This is an optimization exercise on Yosys and OpenROAD, whose aim is small area, a short achievable clock period and few clock cycles per item, not a production implementation.
The RTL was checked by simulation tests, not by an equivalence proof against the original design.

==> run a: inputs <==
// trans_chroma_pipe
module trans_chroma_pipe (
  input  logic        clk,
  input  logic        rst_n,
  input  logic        in_valid,
  output logic        in_ready,
  input  logic [7:0]  y_in,
  input  logic [15:0] c_in,
  output logic [7:0]  lut_y,
  output logic        lut_rd_en,
  input  logic [39:0] lut_mean,
  input  logic [39:0] lut_width,
  output logic        out_valid,
  input  logic        out_ready,
  output logic [39:0] out_data
);
  logic stall;
  logic [3:0] v_q;
  logic [15:0] c0_q;
  logic p0_q;
  logic [39:0] out_q;
  logic [19:0] dq0;
  logic [9:0] oneq0;
  logic [9:0] twoq0;
  logic [9:0] negq0;
  logic [19:0] raq0;
  logic [19:0] rbq0;
  logic [19:0] rcq0;
  logic lcq0;
  logic [19:0] dq1;
  logic [9:0] oneq1;
  logic [9:0] twoq1;
  logic [9:0] negq1;
  logic [19:0] raq1;
  logic [19:0] rbq1;
  logic [19:0] rcq1;
  logic lcq1;
  logic [19:0] me0;
  logic [19:0] we0;
  logic [19:0] d0;
  logic [9:0] one0;
  logic [9:0] two0;
  logic [9:0] neg0;
  logic [20:0] pp0_0;
  logic [20:0] pp0_1;
  logic [20:0] pp0_2;
  logic [20:0] pp0_3;
  logic [20:0] pp0_4;
  logic [20:0] pp0_5;
  logic [20:0] pp0_6;
  logic [20:0] pp0_7;
  logic [20:0] pp0_8;
  logic [20:0] pp0_9;
  logic s0_1;
  logic k0_2;
  logic s0_3;
  logic k0_4;
  logic s0_5;
  logic k0_6;
  logic s0_7;
  logic k0_8;
  logic s0_9;
  logic k0_10;
  logic s0_11;
  logic k0_12;
  logic s0_13;
  logic k0_14;
  logic s0_15;
  logic k0_16;
  logic s0_17;
  logic k0_18;
  logic s0_19;
  logic k0_20;
  logic s0_21;
  logic k0_22;
  logic s0_23;
  logic k0_24;
  logic s0_25;
  logic k0_26;
  logic s0_27;
  logic k0_28;
  logic s0_29;
  logic k0_30;
  logic s0_31;
  logic k0_32;
  logic s0_33;
  logic k0_34;
  logic s0_35;
  logic k0_36;
  logic s0_37;
  logic k0_38;
  logic s0_39;
  logic k0_40;
  logic s0_41;
  logic k0_42;
  ...
Settings: LEC_CHECK=0, CAP_MARGIN=20, CORE_MARGIN=2, CORE_UTILIZATION=40, SETUP_SLACK_MARGIN=3.5, SLEW_MARGIN=20; clock period 7.0 ns.
run.sh (not shown) runs the stock make flow with config.mk's settings and CLKGATE_MAP_FILE= SYNTH_SCRIPT=/design/flow/synth_recipe.tcl, a recipe that flattens the netlist after the stock synthesis.
==> run b: changes against run a <==
==> flow/flow/run.sh (new file) <==
#!/bin/bash
# The standard layout with two changes:
#  - synthesis skips the ABC pass of Yosys's generic "synth" fine stage, so the
#    full adders are extracted from the RTL's own XOR/majority structure
#    (registers are untouched; ORFS's own ABC mapping still runs afterwards);
#  - the port buffers buffer_ports inserts are plain buf_1 cells.
set -euo pipefail
bash standard.sh SYNTH_ARGS=-noabc BUFFER_PORTS_ARGS="-buffer_cell sky130_fd_sc_hd__buf_1" finish > standard.log 2>&1
==> flow/standard.sh (new file) <==
#!/bin/bash
# synth_recipe.tcl (not shown) runs the flow's synth.tcl, then flattens the netlist and writes it again
# the make line also repeats each setting of config.mk as NAME=value (left out here)
make -C /OpenROAD-flow-scripts/flow DESIGN_CONFIG=/design/flow/config.mk WORK_HOME=/design/flow/orfs CLKGATE_MAP_FILE= SYNTH_SCRIPT=/design/flow/synth_recipe.tcl "${@:-finish}"
removed: flow/run.sh
==> run c: changes against run a <==
--- a/flow/config.mk
+++ b/flow/config.mk
@@ -9,3 +9,4 @@
 export CORE_MARGIN = 2
-export CORE_UTILIZATION = 40
+export CORE_UTILIZATION = 65
+export PLACE_DENSITY = 0.75
 export SETUP_SLACK_MARGIN = 3.5
==> impl_metrics.yaml <==
yosys:
  yosysUniqueCellTypes: 77
final_layout:
  clock_area_share_pct: 3.77
  nets: 2793
  seqAreaFraction_pct: 30.0
  nFillCells: 5897
  drive_gt1_share_pct: 7.52
  design_area_mm2: 0.0282
  multi_input_area_mm2: 0.0159
run_status:
  status: "no timing/DRC/antenna violations"
detailed_routing:
  vias: 17700
  wirelength_um: 63100
  drtIter0Drc: 1526
place:
  gp_congestion: 0.879
timing:
  fin_skew_ps: 18.6
  period_share_pct: 48.9
critical_path:
  crit-reg2reg-capture: "rbq1[15]"
# the run above: run b

==> impl_metrics.yaml <==
detailed_routing:
  vias: 19000
  drtIter0Drc: 1956
  wirelength_um: 64100
place:
  gp_congestion: 0.888
final_layout:
  nFillCells: 2667
  seqAreaFraction_pct: 28.2
  drive_gt1_share_pct: 10.5
  design_area_mm2: 0.0300
  clock_area_share_pct: 3.87
run_status:
  status: "no timing/DRC/antenna violations"
timing:
  fin_skew_ps: 37.5
critical_path:
  crit-reg2reg-capture: "rbq1[17]"
# the run above: run c

==> impl_metrics.yaml <==
final_layout:
  design_area_mm2: 0.0303
  seqAreaFraction_pct: 28.0
  clock_area_share_pct: 3.69
  drive_gt1_share_pct: 10.0
detailed_routing:
  wirelength_um: 65600
  vias: 18500
yosys:
  yosysUniqueCellTypes: 75
place:
  gp_congestion: 0.839
timing:
  period_share_pct: 49.1
run_status:
  status: "no timing/DRC/antenna violations"
# the run above: run a

Testbench counts of run a, summed over its fixed seeds: cycles 16,032, pixels 16,000.
Testbench counts of run b, summed over its fixed seeds: cycles 16,032, pixels 16,000.
Testbench counts of run c, summed over its fixed seeds: cycles 16,032, pixels 16,000.

## static timing again, ports no longer ideal
The flow's constraints put no driver on any port. The routed layouts listed below were extracted and timed again, unchanged, in two steps.
Step 1: set_driving_cell puts a clkbuf_16 on clk and a buf_2 on each other input, an assumption about the parent block.
Step 2 also shifts input and output timing later by t, the mid clock arrival at the registers, as if the neighbouring blocks saw the same clock.
a / b / c = ideal ports / drivers / drivers and shift; a / b = the first two.
run | t, ns | setup WS [ns] | worst setup path after step 2 | worst slew at a driven data input, ns | pins driven straight from the clock port
run a | 0.611 | 3.563 / 3.537 / 3.151 | input to register | 0.09 | 1
run b | 0.598 | 3.576 / 3.576 / 3.423 | input to register | 0.06 | 1
run c | 0.591 | 3.538 / 3.507 / 3.156 | input to register | 0.07 | 1
After both steps every run listed still meets setup and hold. For run a, which loses most, drivers alone change the setup slack by -0.026 ns; drivers and shift together by -0.412 ns.
